Background: an optimization exercise with open tools, aiming at small area, a short achievable clock period and few clock cycles. Do not read the settings as production practice.

run A:
==> flow/design.v <==
package ntwrk_size_pkg;
    localparam int NTWRK_ID_W = 4;
    typedef enum logic [2:0] {
        CMD_IGNORE = 3'd0,
        CMD_NEW    = 3'd1,
        CMD_WR_A   = 3'd2,
        CMD_WR_B   = 3'd3,
        CMD_MERGE  = 3'd4,
        CMD_LOOKUP = 3'd5,
        CMD_UPDATE = 3'd6,
        CMD_RSVD   = 3'd7
    } ntwrk_cmd_id_e;
    typedef struct packed {
        logic [NTWRK_ID_W-1:0] ntwrkb;
        logic [NTWRK_ID_W-1:0] ntwrka;
        ntwrk_cmd_id_e         id;
    } ntwrk_size_cmd_t;
endpackage
import ntwrk_size_pkg::*;
module ntwrk_size_tracker
#(
    parameter int NUM_CONNS  = 8,
    parameter int NUM_POINTS = 1000,
    parameter int SIZE_W     = $clog2(NUM_POINTS) + 1,
    parameter int TOP_K      = 3,
    parameter int PROD_W     = SIZE_W * TOP_K
) (
    input  logic              clk,
    input  logic              rst,
    input  logic              cmd_vld,
    output logic              cmd_rdy,
    input  ntwrk_size_pkg::ntwrk_size_cmd_t cmd,
    output logic              rsp_vld,
    input  logic              rsp_rdy,
    output logic [PROD_W-1:0] rsp_data,
    output logic              rsp_is_prod,
    output logic              busy,
    output logic              err
);
    localparam int N  = 8;
    localparam int W  = 11;
    localparam int R  = 3;                
    localparam int ND = (W + R - 1) / R;  
    localparam int PW = 33;
    typedef enum logic [1:0] {E_IDLE, E_P2, E_P3, E_MUL} eng_e;
    logic [W-1:0] size_q [N];
    logic [N-1:0] vld;
    logic         err_q;
    logic         rdy_q;
    logic         pend_q, pend_upd_q;
    logic [W-1:0] pend_v_q;
    eng_e         eng_q;
    logic [W-1:0] t0_q, t1_q, t2_q;
    logic [N-1:0] excl_q;
    logic         ebusy_q, dirty_q, pia_q;
    logic         ph2_q, first_q;
    logic [1:0]   k_q;
    logic         rsp_vld_q, rsp_prod_q;
    logic [PW-1:0] acc_q;
    always_comb for (int i = 0; i < N; i++) vld[i] = |size_q[i];
    logic rsp_free;
    assign rsp_free = !rsp_vld_q || rsp_rdy;
    assign cmd_rdy     = rdy_q;
    assign busy        = !rdy_q;
    assign err         = err_q;
    assign rsp_vld     = rsp_vld_q;
    assign rsp_is_prod = rsp_prod_q;
    assign rsp_data    = acc_q;
    logic [2:0] op;
    logic [3:0] ca, cb;
    logic       acc_cmd;
    assign op      = cmd.id;
    assign ca      = cmd.ntwrka;
    assign cb      = cmd.ntwrkb;
    assign acc_cmd = cmd_vld && rdy_q;
    logic is_new, is_wr, is_mrg, is_lkp, is_upd, is_rsv;
    assign is_new = (op == CMD_NEW);
    assign is_wr  = (op == CMD_WR_A) || (op == CMD_WR_B);
    assign is_mrg = (op == CMD_MERGE);
    assign is_lkp = (op == CMD_LOOKUP);
    assign is_upd = (op == CMD_UPDATE);
    assign is_rsv = (op == CMD_RSVD);
    logic is_wrb;
    assign is_wrb = (op == CMD_WR_B);
    logic [W-1:0] sa, sb, addend, wdata;
    logic [W:0]   sum;
    logic [W-1:0] opnd;
    assign sa     = size_q[ca[2:0]];
    assign sb     = size_q[cb[2:0]];
    assign opnd   = is_wrb ? sb : sa;
    assign addend = is_mrg ? sb : W'(1);
    assign sum    = {1'b0, opnd} + {1'b0, addend};
    assign wdata  = sum[W] ? {W{1'b1}} : sum[W-1:0];
    logic ra_ok, a_in, b_in, va, vb, ab_eq, mrg_ok;
    assign a_in   = !ca[3];
    assign b_in   = !cb[3];
    assign ra_ok  = is_wrb ? (b_in && vb) : (a_in && va);
    assign va     = vld[ca[2:0]];
    assign vb     = vld[cb[2:0]];
    assign ab_eq  = (ca == cb);
    assign mrg_ok = a_in && b_in && va && vb;
    logic cmd_err;
    always_comb begin
        cmd_err = 1'b0;
        if (is_new) cmd_err = !a_in || va;
        if (is_wr)  cmd_err = !ra_ok || sum[W];
        if (is_mrg) cmd_err = !ab_eq && (!mrg_ok || sum[W]);
        if (is_rsv) cmd_err = 1'b1;
    end
    logic [N-1:0] we_new, we_w, we_clr;
    always_comb begin
        for (int i = 0; i < N; i++) begin
            we_new[i] = acc_cmd && is_new && a_in && (ca[2:0] == 3'(i));
            we_w[i]   = acc_cmd && ((is_wr && ra_ok) || (is_mrg && !ab_eq && mrg_ok))
                        && (is_wrb ? (cb[2:0] == 3'(i)) : (ca[2:0] == 3'(i)));
            we_clr[i] = acc_cmd && is_mrg && !ab_eq && mrg_ok && (cb[2:0] == 3'(i));
        end
    end
    logic [W-1:0] lk_val;
    assign lk_val = ca[3] ? '0 : sa;
    logic [W:0]   key [N];
    logic [W:0]   pk [4];
    logic [3:0]   pc, gw;
    logic [N-1:0] win;
    logic [W:0]   k3;
    always_comb begin
        logic c01, c02, c03, c12, c13, c23;
        for (int i = 0; i < N; i++) key[i] = {!(excl_q[i] && ebusy_q), size_q[i]};
        for (int p = 0; p < 4; p++) begin
            pc[p] = key[2*p+1] > key[2*p];
            pk[p] = pc[p] ? key[2*p+1] : key[2*p];
        end
        c01 = pk[1] > pk[0];
        c02 = pk[2] > pk[0];
        c03 = pk[3] > pk[0];
        c12 = pk[2] > pk[1];
        c13 = pk[3] > pk[1];
        c23 = pk[3] > pk[2];
        gw[0] = !c01 && !c02 && !c03;
        gw[1] =  c01 && !c12 && !c13;
        gw[2] =  c02 &&  c12 && !c23;
        gw[3] =  c03 &&  c13 &&  c23;
        k3 = '0;
        for (int p = 0; p < 4; p++) begin
            k3 = k3 | (pk[p] & {(W+1){gw[p]}});
            win[2*p]   = gw[p] && !pc[p];
            win[2*p+1] = gw[p] &&  pc[p];
        end
    end
    logic [W-1:0]    x_lo, y_op;
    logic [2*W-1:0]  x_op;
    logic [ND*R-1:0] y_pad;
    logic [1:0]      msd, k_eff;
    logic [R-1:0]    dig;
    logic [PW-1:0]   acc_next;
    logic            mul_go, mul_last;
    assign x_lo  = {t0_q[W-1:1], t0_q[0] | ~|t0_q};
    assign x_op  = ph2_q ? {t1_q, t0_q} : {{W{1'b0}}, x_lo};
    assign y_op  = ph2_q ? {t2_q[W-1:1], t2_q[0] | ~|t2_q}
                         : {t1_q[W-1:1], t1_q[0] | ~|t1_q};
    assign y_pad = (ND*R)'(y_op);
    always_comb begin
        msd = '0;
        for (int d = 1; d < ND; d++) if (|y_pad[d*R +: R]) msd = 2'(d);
    end
    assign k_eff    = first_q ? msd : k_q;
    assign dig      = y_pad[k_eff*R +: R];
    assign acc_next = (first_q ? '0 : (acc_q << R))
                    + PW'(x_op & {(2*W){dig[0]}})
                    + (PW'(x_op & {(2*W){dig[1]}}) << 1)
                    + (PW'(x_op & {(2*W){dig[2]}}) << 2);
    assign mul_go   = (eng_q == E_P3 || eng_q == E_MUL) && (!rsp_vld_q || rsp_rdy);
    assign mul_last = (k_eff == 2'd0);
    logic chg, cache_ok;
    assign chg      = |{we_new, we_w, we_clr};
    assign cache_ok = pia_q && !dirty_q;
    logic idle, lk_direct, up_direct, up_start, cmd_hold, pend_lk_go, pend_up_go, pend_up_start;
    assign idle          = (eng_q == E_IDLE);
    assign lk_direct     = acc_cmd && is_lkp && idle && rsp_free;
    assign up_direct     = acc_cmd && is_upd && idle && cache_ok && rsp_free;
    assign up_start      = acc_cmd && is_upd && idle && !cache_ok;
    assign cmd_hold      = acc_cmd && ((is_lkp && !(idle && rsp_free)) ||
                                       (is_upd && !(idle && (rsp_free || !cache_ok))));
    assign pend_lk_go    = pend_q && !pend_upd_q && idle && rsp_free;
    assign pend_up_go    = pend_q &&  pend_upd_q && idle && cache_ok && rsp_free;
    assign pend_up_start = pend_q &&  pend_upd_q && idle && !cache_ok;
    eng_e eng_d;
    logic pend_d;
    always_comb begin
        eng_d = eng_q;
        case (eng_q)
            E_IDLE: if (up_start || pend_up_start) eng_d = E_P2;
            E_P2:   eng_d = E_P3;
            E_P3:   eng_d = (mul_go && mul_last && ph2_q) ? E_IDLE : E_MUL;
            E_MUL:  if (mul_go && mul_last && ph2_q) eng_d = E_IDLE;
            default: eng_d = E_IDLE;
        endcase
        pend_d = pend_q;
        if (cmd_hold) pend_d = 1'b1;
        else if (pend_lk_go || pend_up_go || pend_up_start) pend_d = 1'b0;
    end
    always_ff @(posedge clk or posedge rst) begin
        if (rst) begin
            for (int i = 0; i < N; i++) size_q[i] <= '0;
            err_q      <= 1'b0;
            rdy_q      <= 1'b1;
            pend_q     <= 1'b0;
            pend_upd_q <= 1'b0;
            eng_q      <= E_IDLE;
            ebusy_q    <= 1'b0;
            ph2_q      <= 1'b0;
            first_q    <= 1'b1;
            dirty_q    <= 1'b1;
            pia_q      <= 1'b0;
            rsp_vld_q  <= 1'b0;
            rsp_prod_q <= 1'b0;
        end else begin
            for (int i = 0; i < N; i++) begin
                if (we_new[i])      size_q[i] <= W'(2);
                else if (we_w[i])   size_q[i] <= wdata;
                else if (we_clr[i]) size_q[i] <= '0;
            end
            if (acc_cmd && cmd_err) err_q <= 1'b1;
            pend_q <= pend_d;
            if (cmd_hold) pend_upd_q <= is_upd;
            rdy_q  <= !pend_d && (eng_d != E_P2);
            eng_q   <= eng_d;
            ebusy_q <= (eng_d != E_IDLE);
            if (chg) dirty_q <= 1'b1;
            else if (eng_d == E_P2 && idle) dirty_q <= 1'b0;
            if (mul_go) begin
                first_q <= mul_last;
                if (mul_last) ph2_q <= !ph2_q;
            end
            if (lk_direct || pend_lk_go) begin
                rsp_prod_q <= 1'b0;
                rsp_vld_q  <= 1'b1;
                pia_q      <= 1'b0;
            end else if ((mul_go && mul_last && ph2_q) || up_direct || pend_up_go) begin
                rsp_prod_q <= 1'b1;
                rsp_vld_q  <= 1'b1;
                pia_q      <= 1'b1;
            end else if (rsp_rdy) begin
                rsp_vld_q  <= 1'b0;
            end
        end
    end
    always_ff @(posedge clk) begin
        if (cmd_hold) pend_v_q <= lk_val;
        case (eng_q)
            E_IDLE: begin
                t0_q   <= k3[W-1:0];
                excl_q <= win;
            end
            E_P2: begin
                t1_q   <= k3[W-1:0];
                excl_q <= excl_q | win;
            end
            E_P3: t2_q <= k3[W-1:0];
            default: ;
        endcase
        if (mul_go) begin
            acc_q <= acc_next;
            k_q   <= k_eff - 2'd1;
            if (mul_last && !ph2_q) begin
                t0_q <= acc_next[W-1:0];
                t1_q <= acc_next[2*W-1:W];
            end
        end
        if (lk_direct)  acc_q <= PW'(lk_val);
        if (pend_lk_go) acc_q <= PW'(pend_v_q);
    end
endmodule
Settings: LEC_CHECK=0, CAP_MARGIN=20, CORE_MARGIN=2, CORE_UTILIZATION=40, SETUP_SLACK_MARGIN=4.5, SLEW_MARGIN=20; clock period 10.0 ns.
run.sh (not shown) runs the stock make flow with config.mk's settings and CLKGATE_MAP_FILE= SYNTH_SCRIPT=/design/flow/synth_recipe.tcl, a recipe that flattens the netlist after the stock synthesis.
For run B, these inputs were changed with respect to run A:
-- flow/design.v --
<<< run A, line 166
    assign k_eff    = first_q ? msd : k_q;
    assign dig      = y_pad[k_eff*R +: R];
    assign acc_next = (first_q ? '0 : (acc_q << R))
                    + PW'(x_op & {(2*W){dig[0]}})
                    + (PW'(x_op & {(2*W){dig[1]}}) << 1)
                    + (PW'(x_op & {(2*W){dig[2]}}) << 2);
    assign mul_go   = (eng_q == E_P3 || eng_q == E_MUL) && (!rsp_vld_q || rsp_rdy);
    assign mul_last = (k_eff == 2'd0);
>>> run B, line 166
    assign k_eff    = first_q ? msd : k_q;
    assign dig      = y_pad[k_eff*R +: R];
    logic [PW-1:0] ah, q0, q1, q2, s1, c1, s2, c2;
    assign ah = first_q ? '0 : (acc_q << R);
    assign q0 = PW'(x_op & {(2*W){dig[0]}});
    assign q1 = PW'(x_op & {(2*W){dig[1]}}) << 1;
    assign q2 = PW'(x_op & {(2*W){dig[2]}}) << 2;
    assign s1 = ah ^ q0 ^ q1;
    assign c1 = ((ah & q0) | (ah & q1) | (q0 & q1)) << 1;
    assign s2 = s1 ^ c1 ^ q2;
    assign c2 = ((s1 & c1) | (s1 & q2) | (c1 & q2)) << 1;
    assign acc_next = s2 + c2;
    assign mul_go   = (eng_q == E_P3 || eng_q == E_MUL) && (!rsp_vld_q || rsp_rdy);
    assign mul_last = (k_eff == 2'd0);
## What came out
Run B: done, clean on timing, DRC and antenna
Length of routed met2 wiring (run B over run A): decrease, 1400 µm
In the reports for run B and run A, the larger hold slack belongs to run A.
Against run A, number of multi-input combinational cells in the layout in run B rose slightly.
Summary of run B over run A: minimum clock period has decreased, count of sequential standard cells has remained practically unchanged, first-iteration DRC count has decreased, initial standard-cell utilization of the core has increased, worst-case register-to-register setup slack has increased.
Delta (run B minus run A): final cell count decreased by 1.1% relative to the old numbers; setup slack climbed 0.21 ns.
No run of this note included a check of the RTL's function; only the layout flow was run.

## static timing again, ports no longer ideal
No port has a modelled driver above. Below, the same layouts with a new extraction and two added sets of constraints. Step 1: set_driving_cell puts a clkbuf_16 on clk and a buf_2 on each other input, an assumption about the parent block. Step 2 times the ports against the registers' clock, not the clock port: input delays grow and output delays shrink by t, the midpoint of the rising clock arrivals with the driver on. Slacks: ideal ports / drivers / drivers and shift; pairs: ideal ports / drivers.
run	t (ns)	setup slack, ns	latest minus earliest clock arrival (ns)	pins driven straight from the clock port
run A	0.520	4.052 / 4.052 / 4.052	0.022 / 0.021	1
run B	0.512	4.260 / 4.260 / 4.138	0.019 / 0.019	1
After both steps every run listed still meets setup and hold. For run B, which loses most, drivers alone change the setup slack by 0.000 ns; drivers and shift together by -0.122 ns.
